Context: an optimization exercise on an open-source flow, tuned for small area, a short achievable clock period and few clock cycles. The choices shown serve that exercise and are no tape-out recipe. Only simulation tests tie the RTL to the original design; equivalence was not proved. Power is estimated from default activity; no workload was simulated.

**design/flow/run.sh**
```bash
#!/bin/bash
# synth_recipe.tcl (not shown) runs the flow's synth.tcl, then flattens the netlist and writes it again
# the make line also repeats each setting of config.mk as NAME=value (left out here)
make -C /OpenROAD-flow-scripts/flow DESIGN_CONFIG=/design/flow/config.mk WORK_HOME=/design/flow/orfs CLKGATE_MAP_FILE= SYNTH_SCRIPT=/design/flow/synth_recipe.tcl finish
```
**design/flow/config.mk**
```make
export PLATFORM = sky130hd
export DESIGN_NAME = gem_img_line_decoder
export DESIGN_NICKNAME = gem_img_line_decoder
export VERILOG_FILES = /design/flow/design.v
export SDC_FILE = /design/flow/constraint.sdc
export NUM_CORES = 4
export LEC_CHECK = 0
export CAP_MARGIN = 20
export CORE_MARGIN = 2
export CORE_UTILIZATION = 40
export PLACE_DENSITY = 0.6
export SLEW_MARGIN = 20
```
**design/flow/constraint.sdc**
```tcl
create_clock -name core_clock -period 10.5 [get_ports {clk}]
set_input_delay 2.1000 -clock core_clock [delete_from_list [all_inputs] [get_ports {clk}]]
set_output_delay 2.1000 -clock core_clock [all_outputs]
set_load 0.01 [all_outputs]
```
**design/flow/design.v**
```verilog
package gimg_pkg;
  localparam logic [1:0] CFG_PATTERN_BYTES = 2'd0;
  localparam logic [1:0] CFG_LINE_BYTES    = 2'd1;
  localparam logic [1:0] CFG_LINE_TOTAL    = 2'd2;
  localparam logic [3:0]  PATTERN_BYTES_RST = 4'd2;
  localparam logic [15:0] LINE_BYTES_RST    = 16'd80;
  localparam logic [15:0] LINE_TOTAL_RST    = 16'd400;
  localparam int PATTERN_MAX_DEF = 8;
  localparam logic [1:0] KIND_FILL    = 2'd0;
  localparam logic [1:0] KIND_LITERAL = 2'd1;
  localparam logic [1:0] KIND_PATTERN = 2'd2;
  localparam logic [7:0] TAG_PATTERN = 8'h00;
  localparam logic [7:0] TAG_BITSTR  = 8'h80;
  localparam logic [7:0] REP_MARK    = 8'hff;
  localparam logic [7:0] FILL_BLACK  = 8'hff;
  localparam logic [7:0] FILL_WHITE  = 8'h00;
  typedef struct packed {
    logic [1:0]  run_kind;
    logic [7:0]  fill_byte;
    logic [63:0] pattern_word;
    logic [15:0] byte_count;
    logic        end_of_line;
    logic [7:0]  line_repeats;
    logic        image_done;
  } gimg_run_t;
endpackage
import gimg_pkg::*;
module gimg_parse
#(
  parameter int PATTERN_MAX = gimg_pkg::PATTERN_MAX_DEF
) (
  input  logic        clk,
  input  logic        rst_n,
  input  logic        step,
  input  logic [7:0]  data_byte,
  input  logic        image_start,
  input  logic [3:0]  pattern_bytes,
  input  logic [15:0] line_bytes,
  input  logic [15:0] line_total,
  output logic        run_valid,
  output gimg_pkg::gimg_run_t run
);
  localparam int PW = 8 * PATTERN_MAX;
  localparam int IW = $clog2(PATTERN_MAX + 1);
  localparam logic [3:0] PMAX4 = 4'(PATTERN_MAX);
  typedef enum logic [3:0] {
    PH_LINE, PH_SAW0, PH_SAW00, PH_REPN, PH_TAG,
    PH_PCOUNT, PH_PATTERN, PH_LCOUNT, PH_LITERAL, PH_LSKIP
  } phase_t;
  phase_t          phase_r, phase_nxt, ph_e, em_next;
  logic [15:0]     bl_r, bl_nxt, bl_e, bl_after, em_cnt, clip_n;
  logic [15:0]     ll_r, ll_nxt, ll_e, rep16, reps16, ll_after;
  logic [7:0]      rep_r, rep_nxt, rep_e;
  logic [7:0]      tc_r, tc_nxt, tc_e;
  logic [PW-1:0]   store_r, store_nxt, store_e;
  logic [IW-1:0]   idx_r, idx_nxt, idx_e;
  logic [3:0]      plen;
  logic [PW-1:0]   pat_base_store, pat_store_w;
  logic [IW-1:0]   pat_base_idx, pat_idx_inc;
  logic [7:0]      pat_base_tc;
  logic            pat_full;
  logic [15:0]     pat_cnt;
  logic            em_en, tag_take, pat_take, lit_more, eol;
  logic [1:0]      em_kind;
  logic [7:0]      em_fill;
  logic [PW-1:0]   em_pat;
  always_comb begin
    plen = pattern_bytes;
    if (plen == 4'd0) begin
      plen = 4'd1;
    end
    if (plen > PMAX4) begin
      plen = PMAX4;
    end
  end
  always_comb begin
    ph_e    = image_start ? PH_LINE : phase_r;
    bl_e    = image_start ? 16'd0 : bl_r;
    ll_e    = image_start ? line_total : ll_r;
    rep_e   = image_start ? 8'd1 : rep_r;
    tc_e    = image_start ? 8'd0 : tc_r;
    store_e = image_start ? '0 : store_r;
    idx_e   = image_start ? '0 : idx_r;
  end
  assign pat_base_store = (ph_e == PH_SAW00) ? '0 : store_e;
  assign pat_base_idx   = (ph_e == PH_SAW00) ? '0 : idx_e;
  assign pat_base_tc    = (ph_e == PH_SAW00) ? 8'd0 : tc_e;
  assign pat_idx_inc    = pat_base_idx + IW'(1);
  assign pat_full       = (4'(pat_idx_inc) >= plen);
  assign pat_cnt        = {8'd0, pat_base_tc} * {12'd0, plen};
  always_comb begin
    for (int k = 0; k < PATTERN_MAX; k++) begin
      pat_store_w[8*k +: 8] = (pat_base_idx == IW'(k)) ? data_byte
                                                       : pat_base_store[8*k +: 8];
    end
  end
  always_comb begin
    phase_nxt = ph_e;
    bl_nxt    = bl_e;
    ll_nxt    = ll_e;
    rep_nxt   = rep_e;
    tc_nxt    = tc_e;
    store_nxt = store_e;
    idx_nxt   = idx_e;
    em_en     = 1'b0;
    em_kind   = KIND_FILL;
    em_fill   = 8'd0;
    em_pat    = '0;
    em_cnt    = 16'd0;
    em_next   = PH_TAG;
    tag_take  = 1'b0;
    pat_take  = 1'b0;
    lit_more  = 1'b0;
    clip_n    = 16'd0;
    bl_after  = 16'd0;
    eol       = 1'b0;
    rep16     = 16'd0;
    reps16    = 16'd0;
    ll_after  = 16'd0;
    if (ll_e != 16'd0) begin
      case (ph_e)
        PH_LINE: begin
          bl_nxt  = line_bytes;
          rep_nxt = 8'd1;
          if (data_byte == 8'd0) begin
            phase_nxt = PH_SAW0;
          end else begin
            tag_take = 1'b1;
          end
        end
        PH_SAW0: begin
          if (data_byte == 8'd0) begin
            phase_nxt = PH_SAW00;
          end else begin
            tc_nxt    = data_byte;
            store_nxt = '0;
            idx_nxt   = '0;
            phase_nxt = PH_PATTERN;
          end
        end
        PH_SAW00: begin
          if (data_byte == REP_MARK) begin
            phase_nxt = PH_REPN;
          end else begin
            tc_nxt   = 8'd0;
            pat_take = 1'b1;
          end
        end
        PH_REPN: begin
          rep_nxt   = (data_byte == 8'd0) ? 8'd1 : data_byte;
          phase_nxt = PH_TAG;
        end
        PH_TAG: begin
          tag_take = 1'b1;
        end
        PH_PCOUNT: begin
          tc_nxt    = data_byte;
          store_nxt = '0;
          idx_nxt   = '0;
          phase_nxt = PH_PATTERN;
        end
        PH_PATTERN: begin
          pat_take = 1'b1;
        end
        PH_LCOUNT: begin
          tc_nxt    = data_byte;
          phase_nxt = (data_byte == 8'd0) ? PH_TAG : PH_LITERAL;
        end
        PH_LITERAL: begin
          tc_nxt   = tc_e - 8'd1;
          em_en    = 1'b1;
          em_kind  = KIND_LITERAL;
          em_fill  = data_byte;
          em_cnt   = 16'd1;
          lit_more = (tc_nxt != 8'd0);
        end
        PH_LSKIP: begin
          tc_nxt = tc_e - 8'd1;
          if (tc_nxt == 8'd0) begin
            phase_nxt = PH_LINE;
          end
        end
        default: begin
          phase_nxt = PH_LINE;
        end
      endcase
    end
    if (tag_take) begin
      if (data_byte == TAG_PATTERN) begin
        phase_nxt = PH_PCOUNT;
      end else if (data_byte == TAG_BITSTR) begin
        phase_nxt = PH_LCOUNT;
      end else begin
        em_en   = 1'b1;
        em_kind = KIND_FILL;
        em_fill = data_byte[7] ? FILL_BLACK : FILL_WHITE;
        em_cnt  = {9'd0, data_byte[6:0]};
      end
    end
    if (pat_take) begin
      store_nxt = pat_store_w;
      idx_nxt   = pat_idx_inc;
      if (pat_full) begin
        em_en   = 1'b1;
        em_kind = KIND_PATTERN;
        em_pat  = pat_store_w;
        em_cnt  = pat_cnt;
      end else begin
        phase_nxt = PH_PATTERN;
      end
    end
    if (em_en) begin
      clip_n   = (em_cnt > bl_nxt) ? bl_nxt : em_cnt;
      bl_after = bl_nxt - clip_n;
      bl_nxt   = bl_after;
      eol      = (bl_after == 16'd0);
      if (eol) begin
        rep16     = {8'd0, (rep_nxt == 8'd0) ? 8'd1 : rep_nxt};
        reps16    = (rep16 > ll_nxt) ? ll_nxt : rep16;
        ll_after  = ll_nxt - reps16;
        ll_nxt    = ll_after;
        rep_nxt   = 8'd1;
        phase_nxt = PH_LINE;
      end else begin
        phase_nxt = em_next;
      end
    end
    if (lit_more) begin
      phase_nxt = (phase_nxt == PH_LINE) ? PH_LSKIP : PH_LITERAL;
    end
  end
  assign run_valid        = em_en;
  assign run.run_kind     = em_kind;
  assign run.fill_byte    = em_fill;
  assign run.pattern_word = 64'(em_pat);
  assign run.byte_count   = clip_n;
  assign run.end_of_line  = eol;
  assign run.line_repeats = reps16[7:0];
  assign run.image_done   = eol && (ll_after == 16'd0);
  always_ff @(posedge clk) begin
    if (!rst_n) begin
      phase_r <= PH_LINE;
      bl_r    <= 16'd0;
      ll_r    <= 16'd0;
      rep_r   <= 8'd1;
      tc_r    <= 8'd0;
      store_r <= '0;
      idx_r   <= '0;
    end else if (step) begin
      phase_r <= phase_nxt;
      bl_r    <= bl_nxt;
      ll_r    <= ll_nxt;
      rep_r   <= rep_nxt;
      tc_r    <= tc_nxt;
      store_r <= store_nxt;
      idx_r   <= idx_nxt;
    end
  end
endmodule
import gimg_pkg::*;
module gem_img_line_decoder
#(
  parameter int PATTERN_MAX = gimg_pkg::PATTERN_MAX_DEF
) (
  input  logic        clk,
  input  logic        rst_n,
  input  logic        in_valid,
  output logic        in_ready,
  input  logic [7:0]  in_data_byte,
  input  logic        in_image_start,
  output logic        out_valid,
  input  logic        out_ready,
  output logic [1:0]  out_run_kind,
  output logic [7:0]  out_fill_byte,
  output logic [63:0] out_pattern_word,
  output logic [15:0] out_byte_count,
  output logic        out_end_of_line,
  output logic [7:0]  out_line_repeats,
  output logic        out_image_done,
  input  logic        cfg_valid,
  output logic        cfg_ready,
  input  logic [1:0]  cfg_index,
  input  logic [15:0] cfg_data
);
  logic [3:0]  pattern_bytes_r;
  logic [15:0] line_bytes_r;
  logic [15:0] line_total_r;
  logic        in_vld_r, in_vld_nxt;
  logic [7:0]  data_r;
  logic        start_r;
  logic        out_vld_r, out_vld_nxt;
  gimg_pkg::gimg_run_t out_run_r;
  logic        in_take;
  logic        advance;
  logic        run_valid;
  gimg_pkg::gimg_run_t run;
  assign advance  = in_vld_r && (!out_vld_r || out_ready);
  assign in_ready = !in_vld_r || advance;
  assign in_take  = in_valid && in_ready;
  assign cfg_ready = 1'b1;
  always_comb begin
    in_vld_nxt = in_vld_r;
    if (in_take) begin
      in_vld_nxt = 1'b1;
    end else if (advance) begin
      in_vld_nxt = 1'b0;
    end
  end
  always_comb begin
    out_vld_nxt = out_vld_r;
    if (advance) begin
      out_vld_nxt = run_valid;
    end else if (out_ready) begin
      out_vld_nxt = 1'b0;
    end
  end
  gimg_parse #(
    .PATTERN_MAX (PATTERN_MAX)
  ) u_parse (
    .clk           (clk),
    .rst_n         (rst_n),
    .step          (advance),
    .data_byte     (data_r),
    .image_start   (start_r),
    .pattern_bytes (pattern_bytes_r),
    .line_bytes    (line_bytes_r),
    .line_total    (line_total_r),
    .run_valid     (run_valid),
    .run           (run)
  );
  always_ff @(posedge clk) begin
    if (!rst_n) begin
      in_vld_r        <= 1'b0;
      out_vld_r       <= 1'b0;
      pattern_bytes_r <= PATTERN_BYTES_RST;
      line_bytes_r    <= LINE_BYTES_RST;
      line_total_r    <= LINE_TOTAL_RST;
    end else begin
      in_vld_r  <= in_vld_nxt;
      out_vld_r <= out_vld_nxt;
      if (cfg_valid) begin
        case (cfg_index)
          CFG_PATTERN_BYTES: pattern_bytes_r <= cfg_data[3:0];
          CFG_LINE_BYTES:    line_bytes_r    <= cfg_data;
          CFG_LINE_TOTAL:    line_total_r    <= cfg_data;
          default: begin
          end
        endcase
      end
    end
  end
  always_ff @(posedge clk) begin
    if (in_take) begin
      data_r  <= in_data_byte;
      start_r <= in_image_start;
    end
    if (advance) begin
      out_run_r <= run;
    end
  end
  assign out_valid        = out_vld_r;
  assign out_run_kind     = out_run_r.run_kind;
  assign out_fill_byte    = out_run_r.fill_byte;
  assign out_pattern_word = out_run_r.pattern_word;
  assign out_byte_count   = out_run_r.byte_count;
  assign out_end_of_line  = out_run_r.end_of_line;
  assign out_line_repeats = out_run_r.line_repeats;
  assign out_image_done   = out_run_r.image_done;
endmodule
```
==> summary.txt <==
[sequential cells by signal (all words and copies together) (netlist names)]
signal,cells
u_parse.rep_r,8
out_run_r,100
line_bytes_r,16
start_r,1
u_parse.store_r,64
data_r,8
u_parse.tc_r,8
out_vld_r,1
u_parse.phase_r,4
in_vld_r,1
u_parse.idx_r,4
u_parse.bl_r,16
pattern_bytes_r,4
line_total_r,16
u_parse.ll_r,16
[synthesized netlist by cell type (23+ instances only)]
cell type,instances
ha_1,66
clkbuf_1,94
nand2_1,268
a21oi_1,163
nand3_1,102
inv_1,73
and3_1,26
a22oi_1,75
xnor2_1,23
mux2i_1,53
nor2_1,166
edfxtp_1,109
o21ai_0,46
dfxtp_1,158
[routing by layer]
layer  track usage (%)  vias to the layer above
met2              36.7                      459
met4              5.86                        0
li1                  -                     6506
met1              30.9                     6374
met5                 0                        -
met3              2.14                       65
[layout make-up]
cell class	count	area (um^2)
Clock buffer	44	907
Clock inverter	11	138
Fill cell	3602	19500
Inverter	76	293
Multi-Input combinational cell	1316	8140
Sequential cell	267	6440
Tap cell	511	639
Timing Repair Buffer	163	1560
[critical path, delay by kind of cell (launching register included)]
family / cells / cell delay (ns)
adder cells (fa/ha/maj): 5 / 1.56
buffers and inverters: 6 / 1.50
XOR/XNOR: 2 / 0.36
multiplexers: 2 / 0.27
flip-flops: 1 / 0.64
AO/OA/AOI/OAI: 12 / 2.88
AND/OR/NAND/NOR: 10 / 2.36
[cell families after synthesis]
family          count (synthesis)
other cells                     2
fa+ha+maj                      80
xor+xnor                       34
simple gates                  688
mux                            66
flops                         267
compound gates                442
buf+inv                       189
[metrics by stage]
step	area (um^2)	util, %	power, mW
after floorplan	15300	-	1.50
after detailed placement	17000	45.3	1.66
after global placement	17000	45.3	1.66
after global routing	18100	48.2	2.86
final	18100	48.2	2.74
after CTS	18100	48.1	2.75
[power groups by stage]
stage / sequential (mW) / combinational (mW) / clock, mW
3_5_place_dp: 1.16 / 0.502 / 0
6_report: 1.14 / 0.510 / 1.09
2_1_floorplan: 1.17 / 0.336 / 0
5_1_grt: 1.14 / 0.562 / 1.15
3_3_place_gp: 1.16 / 0.500 / 0
4_1_cts: 1.14 / 0.505 / 1.11
[placed cells by master (no fill, tap or decap), drive strengths merged, types with 26 or more instances in the layout]
cell type,n
dfxtp,158
a22oi,75
o21ai,66
a21oi,164
ha,66
clkbuf,44
nor2,167
inv,75
and3,26
buf,30
clkdlybuf4s50,133
mux2i,53
edfxtp,109
nand3,102
nand2,268
[worst paths after layout]
path | endpoint | cells past startpoint | start
worst max-delay path | out_run_r[0] | 37 | u_parse.phase_r[2]
worst min-delay path | u_parse.rep_r[6] | 2 | u_parse.rep_r[6]
worst max register to register | out_run_r[0] | 37 | u_parse.phase_r[2]
worst min register to register | u_parse.rep_r[6] | 2 | u_parse.rep_r[6]
==> summary.txt <==
status finished clean; Synth Instances 1768; CTS tree built; Peak VDD IR 0.000114 V; syn avg cell area 8.63 um^2; synth warn 2; leakage power 6.73 nW; crit end category flop; post-layout minimum cycle time 9.75 ns; sequential share of power 41.6%; fin nets 1966; post-place setup slack 0.692 ns; Max Slew Vio Count 0; maximum clock rate 0.103 GHz; flop and latch count out of synthesis 267; DRC violations left 0; WL met1 20200 um; Core Area 37600 um^2; antenna cell count 0; number of buffers created by CTS 30; Comb pwr share 18.6%; final hold viol count 0; clock share of power 39.7%; post-synthesis simple-gate area fraction 20.6%; post-synthesis mux area share 4.44%; GRT overflow 0; XOR/XNOR Fraction of Synth Area 1.95%; TritonRoute pass-1 iters 5; Critical Path Slowest Stage Cell or4_4; largest net degree at the start of global routing 97; DRT antenna net count 0; total routed wirelength 44500 um; GP Congestion 0.908; main combinational cell family by area after synthesis simple AND/OR/NAND/NOR gates; Die W 199 um; Post-Synth Adder-Cell Area 7.25%; Routed WL per cell 18.6 um; required time worst endpoint 10.91 ns; Via density 5.61; CTS sink cnt 267; Reg clk slew, reported paths 0.06 ns; post-route setup slack 0.749 ns; predominant post-synthesis flop cell dfxtp_1; placed cells 2332; post-synthesis sequential area ratio 42.2%; max cap viols 0; Synth top area share 21.5%; first-pass GRT wire length 70300 um; post-synthesis async set-or-reset flop share 0%; Post-synth EDFFs 109; Worst Setup Start Kind flop; Post-CTS Setup Repair Bufs 0; Worst slew margin 27.6%; Slew @ Worst Pin 1.09 ns; Net Sw Frac 28.1%; I/O pin total 135; Worst Skew 0.0195 ns; RSZ-0062 raised after global routing no; DRT iter0 DRCs 1145; Total GRT Usage 22.2%; I/O Buffers 133; max layer used met4; metal3 WL 2460 um; critical path type flop to flop; largest area contributor in the netlist edfxtp_1; Root Buffer clkbuf_16; synth top area cells edfxtp_1 (21%), dfxtp_1 (21%), nand2_1 (6.6%); R2R Setup Slk 0.75 ns; Critical Path AT 10.16 ns; endpoints failing setup 0; Power Density 151 nW/um^2; Post-Syn Area 15300 um^2; CTS resizes 0; max incr delay on CP 0.74 ns; H-tree depth 1; cts hold-fix bufs 0; synth unique cells 80; clock latency (worst-skew pair) 0.58 ns; fin cells 2388; Int Power 1.97 mW; initial antenna violation count 0; wire length on met2 20800 um; Min-Delay Path Class flop to flop; Longest Clk Path Bufs 3; Initial Utilization 40.6%; vias in the first global route 12631; DIE AREA 39700 um^2; DIE HEIGHT 199 um; crit share post-route 92.9%; Detail Placement HPWL 29900 um; synthesis-to-layout area growth 18.7%; setup TNS 0 ns; share of cells above drive strength 1 6.13%; FP Rows 71; WHS 0.455 ns; CP max FO 63; post-synthesis compound-gate area fraction 18.8%; via count 13404; Sw Pwr 0.771 mW
Testbench counts, summed over its fixed seeds: cycles 18,194.

## separate check: timing with driven ports
The results above use ideal ports. As a check the final layout listed here was re-extracted and re-timed, cells and wires unchanged. Step 1 assumes that a clkbuf_16 drives the clock port and a buf_2 every other input. Step 2 also shifts input and output timing later by t, the mid clock arrival at the registers, as if the neighbouring blocks saw the same clock. a / b / c = ideal ports / drivers / drivers and shift; a / b = the first two.
t (ns): 0.627
setup WS [ns]: 0.749 / 0.749 / 0.749
clock arrival spread, ns: 0.020 / 0.021
slew at the worst register clock pin (ns): 0.07 / 0.07
pins driven straight from the clock port: 1
After both steps this run still meets setup and hold. The setup slack of this run moves by 0.000 ns with the drivers and by 0.000 ns with both steps.
